This design comes from an exercise in tuning for small area and a short achievable clock period on the open sky130 flow, not from production work.
RTL that was checked went through simulation tests only; none was proved equivalent to the original.
Power and IR drop assume default switching activity.

Design reg_trace_buffer, start of the top module:
module reg_trace_buffer
#(
    parameter int XLEN       = 32,
    parameter int ADDR_W     = 8,
    parameter int DEPTH      = 16,
    parameter int CYC_W      = 16,
    parameter int MAX_CYCLES = 40000,
    parameter int OVF_W      = 8,
    localparam int ENTRY_W   = trace_pkg::entry_width(XLEN, ADDR_W, CYC_W),
    localparam int CNT_W     = $clog2(DEPTH) + 1
) (
    input  logic               clk,
    input  logic               rst,
    input  logic               rf_we,
    input  logic [4:0]         rf_waddr,
    input  logic [XLEN-1:0]    rf_wdata,
    input  logic               dm_we,
    input  logic [XLEN-1:0]    dm_addr,
    input  logic [XLEN-1:0]    dm_wdata,
    output logic               rd_valid,
    input  logic               rd_ready,
    output logic [ENTRY_W-1:0] rd_data,
    output logic [CNT_W-1:0]   count,
    output logic               full,
    output logic               halted,
    output logic [CYC_W-1:0]   cycle,
    output logic [OVF_W-1:0]   ovf_cnt
);
Size in the first run: roughly 200 I/O pins, roughly 42000 sq um of cells after synthesis.
==> flow/config.mk <==
export PLATFORM = sky130hd
export DESIGN_NAME = reg_trace_buffer
export DESIGN_NICKNAME = reg_trace_buffer
export VERILOG_FILES = /design/flow/design.v
export SDC_FILE = /design/flow/constraint.sdc
export NUM_CORES = 4
export LEC_CHECK = 0
export CAP_MARGIN = 20
export CORE_MARGIN = 2
export CORE_UTILIZATION = 55
export SETUP_SLACK_MARGIN = 2.35
export SLEW_MARGIN = 20
==> flow/constraint.sdc <==
create_clock -name core_clock -period 4.3 [get_ports {clk}]
set_input_delay 0.8600 -clock core_clock [delete_from_list [all_inputs] [get_ports {clk}]]
set_output_delay 0.8600 -clock core_clock [all_outputs]
set_load 0.01 [all_outputs]
standard.sh (not shown) runs the stock make flow with config.mk's settings and CLKGATE_MAP_FILE= SYNTH_SCRIPT=/design/flow/synth_recipe.tcl, a recipe that flattens the netlist after the stock synthesis.
==> flow/flow/run.sh <==
#!/bin/bash
# Layout flow: the standard flow (standard synthesis unchanged), with two
# layout choices changed through ORFS's own variables:
#  - clock tree synthesis without dummy loads (the tree is not padded with
#    extra load cells for balancing);
#  - ports buffered with sky130_fd_sc_hd__buf_2 (every port still gets a buffer).
# The make output goes to standard.log here; ORFS keeps each step's log under
# orfs/logs/.
set -euo pipefail
export CTS_ARGS="-sink_clustering_enable -repair_clock_nets -dont_use_dummy_load -sink_clustering_size 60 -sink_clustering_max_diameter 50"
export BUFFER_PORTS_ARGS="-buffer_cell sky130_fd_sc_hd__buf_2"
bash standard.sh finish > standard.log 2>&1
The baseline ran to the end with no violations.
Rerun with:
--- a/flow/flow/run.sh
+++ b/flow/flow/run.sh
@@ -10 +10 @@
-export CTS_ARGS="-sink_clustering_enable -repair_clock_nets -dont_use_dummy_load -sink_clustering_size 60 -sink_clustering_max_diameter 50"
+export CTS_ARGS="-sink_clustering_enable -repair_clock_nets -dont_use_dummy_load -sink_clustering_size 24 -sink_clustering_max_diameter 60"
SLEW_MARGIN = 50   (was 20)
What happened: The changed run completed with no timing, DRC or antenna violations; final cell count is about the same; total power went down by 6.9%; routed wire length went down by 0.98%; final area is about the same; critical path depth went up by 5; sequential cell count stays the same; via count hardly moves; worst setup slack loses 0.065 ns.
Rerun with:
CORE_UTILIZATION = 45   (was 55)
SLEW_MARGIN = 20   (was 50)
What happened: Design area stays flat. Clock-buffer cell count went up by 14. Synthesized area does not change. Via count went down slightly. Critical path depth went down by 5. Die area went up by about a fifth.
Rerun with:
CORE_UTILIZATION = 65   (was 45)
Synthesized area is unchanged.
Clock skew decreases by 0.052 ns.
Final area went down by 2.5%.

Another version of the RTL of reg_trace_buffer (not shown whole).
For scale: roughly 2500 cells after synthesis, roughly 1000 flip-flops, roughly 200 I/O pins, about 40000 um^2 of cells after synthesis.
clock: 4.3 ns
lec_check: 0
cap_margin: 20
core_margin: 2
core_utilization: 40
slew_margin: 20
run.sh (not shown) runs the stock make flow with config.mk's settings and CLKGATE_MAP_FILE= SYNTH_SCRIPT=/design/flow/synth_recipe.tcl, a recipe that flattens the netlist after the stock synthesis.
Stock flow here: none of the scripts above is used.
Next try:
--- a/flow/config.mk
+++ b/flow/config.mk
@@ -10 +10,2 @@
-export CORE_UTILIZATION = 40
+export CORE_UTILIZATION = 65
+export SETUP_SLACK_MARGIN = 2.3
After rerunning: Total power climbs by a little under a tenth; sequential cell count is unchanged; maximum frequency climbs by well over a third; synthesized area is unchanged; non-clock buffer count climbs by 243; clock power climbs by a few percent; via count climbs by about a fifth; routed wire length climbs by a quarter to a third; clock-buffer cell count climbs by 2.
Next try:
--- a/flow/config.mk
+++ b/flow/config.mk
@@ -7,0 +8 @@
+export ABC_CLOCK_PERIOD_IN_PS = 1800
The changed run ran to the end with no violations.
Final area stays the same.
Via count stays the same.
Cell count stays the same.
Setup slack is unchanged.

Another version of the RTL of reg_trace_buffer (not shown whole).
For scale: ~2,700 cells after synthesis, ~1,100 flip-flops, ~200 I/O pins.
==> flow/design.v (excerpt) <==
module reg_trace_buffer
#(
    parameter int XLEN       = 32,
    parameter int ADDR_W     = 8,
    parameter int DEPTH      = 16,
    parameter int CYC_W      = 16,
    parameter int MAX_CYCLES = 40000,
    parameter int OVF_W      = 8,
    localparam int ENTRY_W   = trace_pkg::entry_width(XLEN, ADDR_W, CYC_W),
    localparam int CNT_W     = $clog2(DEPTH) + 1
) (
    input  logic               clk,
    input  logic               rst,
    input  logic               rf_we,
    input  logic [4:0]         rf_waddr,
    input  logic [XLEN-1:0]    rf_wdata,
    input  logic               dm_we,
    input  logic [XLEN-1:0]    dm_addr,
    input  logic [XLEN-1:0]    dm_wdata,
    output logic               rd_valid,
    input  logic               rd_ready,
    output logic [ENTRY_W-1:0] rd_data,
    output logic [CNT_W-1:0]   count,
    output logic               full,
    output logic               halted,
    output logic [CYC_W-1:0]   cycle,
    output logic [OVF_W-1:0]   ovf_cnt
);
    logic [CYC_W-1:0]   cycle_q;
    logic               halted_q;
    logic [OVF_W-1:0]   ovf_q;
    logic [CNT_W-1:0]   count_q;
    logic               valid_q;
    logic               full_q;
    logic [ENTRY_W-1:0] head_q;
    logic [CYC_W-1:0]   cyc_n_q;   
    logic               run_q;     
    logic [DEPTH:0]     lvl_q;     
  ...
Settings: LEC_CHECK=0, CAP_MARGIN=20, CORE_MARGIN=2, CORE_UTILIZATION=55, CTS_CLUSTER_DIAMETER=60, CTS_CLUSTER_SIZE=24, SETUP_SLACK_MARGIN=2.3, SLEW_MARGIN=20; clock period 4.3 ns.
Next try:
==> flow/flow/run.sh (new file) <==
#!/bin/bash
# Layout flow: the standard flow (standard synthesis unchanged), with two
# layout choices changed through ORFS's own variables:
#  - clock tree synthesis without dummy loads (the tree is not padded with
#    extra load cells for balancing);
#  - ports buffered with sky130_fd_sc_hd__buf_2 (every port still gets a buffer).
# The make output goes to standard.log here; ORFS keeps each step's log under
# orfs/logs/.
set -euo pipefail
export CTS_ARGS="-sink_clustering_enable -repair_clock_nets -dont_use_dummy_load -sink_clustering_size 24 -sink_clustering_max_diameter 60"
export BUFFER_PORTS_ARGS="-buffer_cell sky130_fd_sc_hd__buf_2"
bash standard.sh finish > standard.log 2>&1
==> flow/standard.sh (new file) <==
#!/bin/bash
# synth_recipe.tcl (not shown) runs the flow's synth.tcl, then flattens the netlist and writes it again
# the make line also repeats each setting of config.mk as NAME=value (left out here)
make -C /OpenROAD-flow-scripts/flow DESIGN_CONFIG=/design/flow/config.mk WORK_HOME=/design/flow/orfs CLKGATE_MAP_FILE= SYNTH_SCRIPT=/design/flow/synth_recipe.tcl "${@:-finish}"
CTS_CLUSTER_DIAMETER = not set   (was 60)
CTS_CLUSTER_SIZE = not set   (was 24)
removed: flow/run.sh
=>
- clock-buffer cell count went down by 13
- total power shrinks by a few percent
- first-iteration DRC count climbs by a few percent
- global-route usage fell by 0.59 points
- final area came out lower by a few percent
- die area is unchanged
- sequential power is about the same
No functional check of the RTL was part of any run of this note.

reg_trace_buffer, a different RTL version from the one above (not shown whole).
Size in the first run: ~2,700 cells after synthesis, ~1,100 flip-flops, roughly 200 I/O pins, ~0.042 sq mm of cells after synthesis.
clock: 4.3 ns
lec_check: 0
cap_margin: 20
core_margin: 2
core_utilization: 55
setup_slack_margin: 2.35
slew_margin: 20
Stock flow here: none of the scripts above is used.
The baseline completed with no timing, DRC or antenna violations.
Next try:
==> flow/flow/run.sh (new file) <==
#!/bin/bash
# Layout flow: the standard flow (standard synthesis unchanged), with two
# layout choices changed through ORFS's own variables:
#  - clock tree synthesis without dummy loads (the tree is not padded with
#    extra load cells for balancing);
#  - ports buffered with sky130_fd_sc_hd__buf_2 (every port still gets a buffer).
# The make output goes to standard.log here; ORFS keeps each step's log under
# orfs/logs/.
set -euo pipefail
export CTS_ARGS="-sink_clustering_enable -repair_clock_nets -dont_use_dummy_load -sink_clustering_size 24 -sink_clustering_max_diameter 60"
export BUFFER_PORTS_ARGS="-buffer_cell sky130_fd_sc_hd__buf_2"
bash standard.sh finish > standard.log 2>&1
==> flow/standard.sh (new file) <==
#!/bin/bash
# synth_recipe.tcl (not shown) runs the flow's synth.tcl, then flattens the netlist and writes it again
# the make line also repeats each setting of config.mk as NAME=value (left out here)
make -C /OpenROAD-flow-scripts/flow DESIGN_CONFIG=/design/flow/config.mk WORK_HOME=/design/flow/orfs CLKGATE_MAP_FILE= SYNTH_SCRIPT=/design/flow/synth_recipe.tcl "${@:-finish}"
Settings changed: SETUP_SLACK_MARGIN 2.35 to 2.2.
removed: flow/run.sh
What happened:
- die area stays the same
- total power shrinks by 16%
- first-iteration DRC count climbs by about 11%
- hold slack degrades by 0.11 ns
Next try:
==> flow/run.sh (new file) <==
#!/bin/bash
# synth_recipe.tcl (not shown) runs the flow's synth.tcl, then flattens the netlist and writes it again
# the make line also repeats each setting of config.mk as NAME=value (left out here)
make -C /OpenROAD-flow-scripts/flow DESIGN_CONFIG=/design/flow/config.mk WORK_HOME=/design/flow/orfs CLKGATE_MAP_FILE= SYNTH_SCRIPT=/design/flow/synth_recipe.tcl finish
Settings changed: CTS_CLUSTER_DIAMETER set to 60, CTS_CLUSTER_SIZE set to 24.
removed: flow/flow/run.sh
removed: flow/standard.sh
Worst setup slack improves by 0.071 ns.
Final area rises by 3.5%.
Count of clock-buffer cells in the layout rises by 18.
Via count falls by 0.81%.
Total power rises by 6.0%.
Maximum frequency rises by 3.4%.
Global-route usage rises by 0.13 points.
Die area does not change.
Non-clock buffer count rises by 17.
Sequential power stays flat.
Next try:
Settings changed: CTS_CLUSTER_DIAMETER 60 to unset, CTS_CLUSTER_SIZE 24 to unset.
Result:
- The changed run completed with no timing, DRC or antenna violations
- final area increases slightly
- clock-buffer cell count rose by 48
- cell count increases slightly
- worst setup slack barely changes
- power grows by roughly a tenth
Function was not checked in any run of this note: the RTL went through the layout flow alone.

== run A ==
reg_trace_buffer, a different RTL version from the one above (not shown whole).
Size: about 2500 cells after synthesis, roughly 1000 flip-flops, ~200 I/O pins, about 39000 sq um of cells after synthesis.
clock: 4.3 ns
lec_check: 0
cap_margin: 20
core_margin: 2
core_utilization: 60
setup_slack_margin: 2.0
slew_margin: 20
standard.sh (not shown) runs the stock make flow with config.mk's settings and CLKGATE_MAP_FILE= SYNTH_SCRIPT=/design/flow/synth_recipe.tcl, a recipe that flattens the netlist after the stock synthesis.
==> flow/flow/run.sh <==
#!/bin/bash
# Layout flow: the standard flow (standard synthesis unchanged), with two
# layout choices changed through ORFS's own variables:
#  - clock tree synthesis without dummy loads (the tree is not padded with
#    extra load cells for balancing);
#  - ports buffered with sky130_fd_sc_hd__buf_2 (every port still gets a buffer).
# The make output goes to standard.log here; ORFS keeps each step's log under
# orfs/logs/.
set -euo pipefail
export CTS_ARGS="-sink_clustering_enable -repair_clock_nets -dont_use_dummy_load -sink_clustering_size 24 -sink_clustering_max_diameter 60"
export BUFFER_PORTS_ARGS="-buffer_cell sky130_fd_sc_hd__buf_2"
bash standard.sh finish > standard.log 2>&1
Run A reached the final stage; the timing, design-rule and antenna checks on its layout passed.
diff inputs: run A => run B
- swapping 2.0 for 2.3 in SETUP_SLACK_MARGIN
- Run B finished every step from synthesis to the final layout, and the layout passed the timing, design-rule and antenna checks.
- Pin count of the biggest net entering global routing (higher): run A
- In run B, the clock-pin slew on the worst setup and hold paths came out 0.02 ns above the value in run A.
- Compared with run A, run B shows power after layout higher by about 0.55%.
- Run B vs. run A: final-layout fill cell count lost 78; hold slack stayed essentially flat; final period demand of the worst path -0.34 ns.
- Run B vs run A: final area up by a few percent
- Of the two candidates, run A has the better internal power and run B the worse one.
Input changes introduced in run C (baseline for comparison: run B):
- a change of CORE_UTILIZATION from 60 to 65
==> summary.txt <==
- Run B and run C ended up with nearly the same final cell area excluding filler cells.
- Run C completed; timing, DRC and antenna clean
- [compare] base=run B new=run C: area fraction of clock buffers and clock inverters held, final cell count shrank by 90, non-clock buffer count went down about 2.6%, final cycle utilization of the critical path has increased.
Here is what was changed in the inputs of run D compared with run C.
- SETUP_SLACK_MARGIN: 2.3 -> 2.35
- CORE_UTILIZATION: 65 -> 60
==> comparison <==
Relative to run C, multi-input gate share of total cell area decreased by 0.49 points in run D. Global-route usage for run D: 2.4 points down relative to run C. Relative to run C, post-route minimum period increased by 0.027 ns in run D. Compared with run C, run D shows a sequential share of layout area that is 2.6 points lower.

Another version of the RTL of reg_trace_buffer (not shown whole).
Size in the first run: roughly 2,500 cells after synthesis, about 1,000 flip-flops, roughly 200 I/O pins, roughly 39,000 sq um of cells after synthesis.
clock: 4.3 ns
lec_check: 0
cap_margin: 20
core_margin: 2
core_utilization: 55
setup_slack_margin: 2.35
slew_margin: 20
Scripts as last shown in full above: flow/flow/run.sh
Then changed:
--- a/flow/config.mk
+++ b/flow/config.mk
@@ -11 +11 @@
-export SETUP_SLACK_MARGIN = 2.35
+export SETUP_SLACK_MARGIN = 2.3
Result: The new run passed the timing, design-rule and antenna checks; sequential share of layout area goes up by 0.95 points; design area goes down slightly; total power goes down slightly; setup slack is about the same.
No run of this note included a check of the RTL's function; only the layout flow was run.

reg_trace_buffer with an RTL version that a note above also has.
For scale: ~42000 sq um of cells after synthesis.
export LEC_CHECK = 0
export CAP_MARGIN = 20
export CORE_MARGIN = 2
export CORE_UTILIZATION = 55
export SETUP_SLACK_MARGIN = 2.35
export SLEW_MARGIN = 20
create_clock -name core_clock -period 4.3 [get_ports {clk}]
Scripts as last shown in full above: flow/flow/run.sh
The starting point went through all stages and came out clean.
Rerun with:
SLEW_MARGIN = 70   (was 20)
Maximum frequency hardly moves.
Routed wire length decreases by 2.3%.
Clock skew barely changes.
Area after synthesis is unchanged.
Utilization increases by 2.5 points.
Rerun with:
SETUP_SLACK_MARGIN = 2.3   (was 2.35)
SLEW_MARGIN = 20   (was 70)
Via count came out lower slightly; routed wire length is about the same; synthesized area does not change; maximum frequency came out lower slightly; clock skew is about the same; cell area came out lower by a few percent; worst hold slack degrades by 0.014 ns.
Rerun with:
--- a/flow/flow/run.sh
+++ b/flow/flow/run.sh
@@ -9,3 +9,3 @@
 set -euo pipefail
-export CTS_ARGS="-sink_clustering_enable -repair_clock_nets -dont_use_dummy_load -sink_clustering_size 24 -sink_clustering_max_diameter 60"
+export CTS_ARGS="-sink_clustering_enable -repair_clock_nets -dont_use_dummy_load -sink_clustering_size 40 -sink_clustering_max_diameter 45"
 export BUFFER_PORTS_ARGS="-buffer_cell sky130_fd_sc_hd__buf_2"
SETUP_SLACK_MARGIN = 2.35   (was 2.3)
Count of clock-buffer cells in the layout came out higher by 48. Global-route usage came out higher by 0.29 points. Utilization grows by 2.5 points. Synthesized cell count does not change. Cell area went up by a few percent.

Another version of the RTL of reg_trace_buffer (not shown whole).
Size in the first run: roughly 200 I/O pins, ~42000 µm² of cells after synthesis.
Settings: LEC_CHECK=0, CAP_MARGIN=20, CORE_MARGIN=2, CORE_UTILIZATION=55, SETUP_SLACK_MARGIN=2.45, SLEW_MARGIN=20; clock period 4.3 ns.
==> flow/flow/run.sh <==
#!/bin/bash
# Layout flow: the standard flow (standard synthesis unchanged), with two
# layout choices changed through ORFS's own variables:
#  - clock tree synthesis without dummy loads (the tree is not padded with
#    extra load cells for balancing);
#  - ports buffered with sky130_fd_sc_hd__buf_2 (every port still gets a buffer).
# The make output goes to standard.log here; ORFS keeps each step's log under
# orfs/logs/.
set -euo pipefail
export CTS_ARGS="-sink_clustering_enable -repair_clock_nets -dont_use_dummy_load -sink_clustering_size 30 -sink_clustering_max_diameter 50"
export BUFFER_PORTS_ARGS="-buffer_cell sky130_fd_sc_hd__buf_2"
bash standard.sh finish > standard.log 2>&1
The starting point finished clean.
Then changed:
--- a/flow/flow/run.sh
+++ b/flow/flow/run.sh
@@ -8,5 +8,5 @@
 # orfs/logs/.
 set -euo pipefail
-export CTS_ARGS="-sink_clustering_enable -repair_clock_nets -dont_use_dummy_load -sink_clustering_size 30 -sink_clustering_max_diameter 50"
+export CTS_ARGS="-sink_clustering_enable -repair_clock_nets -dont_use_dummy_load -sink_clustering_size 24 -sink_clustering_max_diameter 60"
 export BUFFER_PORTS_ARGS="-buffer_cell sky130_fd_sc_hd__buf_2"
 bash standard.sh finish > standard.log 2>&1
Settings changed: SETUP_SLACK_MARGIN 2.45 to 2.3.
Cell area drops by 6.9%.
Fmax rises by about 0.43%.
Routed wire length fell by 8.8%.
Area after synthesis does not change.
Utilization fell by 4.7 points.
Worst hold slack improved by 20 ps.
Clock-buffer cell count decreases by 31.
First-iteration DRC count decreases by about 6.5%.

-- separate check: timing with driven ports --
The flow's constraints put no driver on any port. The routed layouts listed below were extracted and timed again, unchanged, in two steps. Step 1 (the two cells are an assumption about what drives the block):
set clk [get_ports {clk}]
set_driving_cell -lib_cell sky130_fd_sc_hd__clkbuf_16 $clk
set_driving_cell -lib_cell sky130_fd_sc_hd__buf_2 [delete_from_list [all_inputs] $clk]
Step 2 adds t to the input delays and takes it off the output delays; t is the mean of the earliest and latest rising clock arrival at the registers after step 1. Input paths then give back, and output paths get back, about the clock's delay inside the block. Slacks: no drivers / after step 1 / after step 2; pairs: no drivers / after step 1.
| run | shift t [ns] | slack for setup (ns) | slew at the worst register clock pin (ns) |
|---|---|---|---|
| the first run of note 1 | 0.710 | 2.280 / 2.212 / 1.690 | 0.09 / 0.09 |
| the second run of note 1 | 0.687 | 2.215 / 2.215 / 1.672 | 0.09 / 0.09 |
| the third run of note 1 | 0.700 | 2.216 / 2.151 / 1.647 | 0.09 / 0.09 |
| the fourth run of note 1 | 0.708 | 2.265 / 2.199 / 1.667 | 0.09 / 0.09 |
| the first run of note 2 | 0.736 | 1.203 / 1.139 / 0.681 | 0.07 / 0.07 |
| the second run of note 2 | 0.736 | 2.055 / 2.055 / 1.392 | 0.08 / 0.08 |
| the third run of note 2 | 0.736 | 2.055 / 2.055 / 1.392 | 0.08 / 0.08 |
| the first run of note 3 | 0.704 | 2.197 / 2.223 / 1.520 | 0.10 / 0.10 |
| the second run of note 3 | 0.694 | 2.154 / 2.172 / 1.478 | 0.09 / 0.09 |
| the first run of note 4 | 0.742 | 2.256 / 2.183 / 1.713 | 0.07 / 0.07 |
| the second run of note 4 | 0.687 | 2.122 / 2.122 / 1.580 | 0.10 / 0.10 |
| the third run of note 4 | 0.688 | 2.192 / 2.154 / 1.614 | 0.09 / 0.09 |
| the fourth run of note 4 | 0.746 | 2.194 / 2.159 / 1.522 | 0.06 / 0.06 |
| run A | 0.719 | 1.951 / 1.962 / 1.279 | 0.10 / 0.10 |
| run B | 0.708 | 2.296 / 2.223 / 1.615 | 0.09 / 0.09 |
| run C | 0.699 | 2.232 / 2.227 / 1.561 | 0.10 / 0.10 |
| run D | 0.705 | 2.205 / 2.208 / 1.503 | 0.10 / 0.10 |
| the first run of note 6 | 0.666 | 1.936 / 1.918 / 1.252 | 0.09 / 0.09 |
| the second run of note 6 | 0.674 | 1.939 / 1.936 / 1.261 | 0.09 / 0.09 |
| the first run of note 7 | 0.688 | 2.305 / 2.235 / 1.708 | 0.09 / 0.09 |
| the second run of note 7 | 0.683 | 2.311 / 2.241 / 1.753 | 0.09 / 0.09 |
| the third run of note 7 | 0.686 | 2.298 / 2.242 / 1.644 | 0.09 / 0.09 |
| the fourth run of note 7 | 0.726 | 2.271 / 2.201 / 1.654 | 0.07 / 0.07 |
| the first run of note 8 | 0.709 | 2.246 / 2.198 / 1.672 | 0.10 / 0.10 |
| the second run of note 8 | 0.693 | 2.255 / 2.214 / 1.611 | 0.09 / 0.09 |
After both steps setup and hold are still met in every run listed. For run D, which loses most, drivers alone change the setup slack by +0.003 ns; drivers and shift together by -0.702 ns.
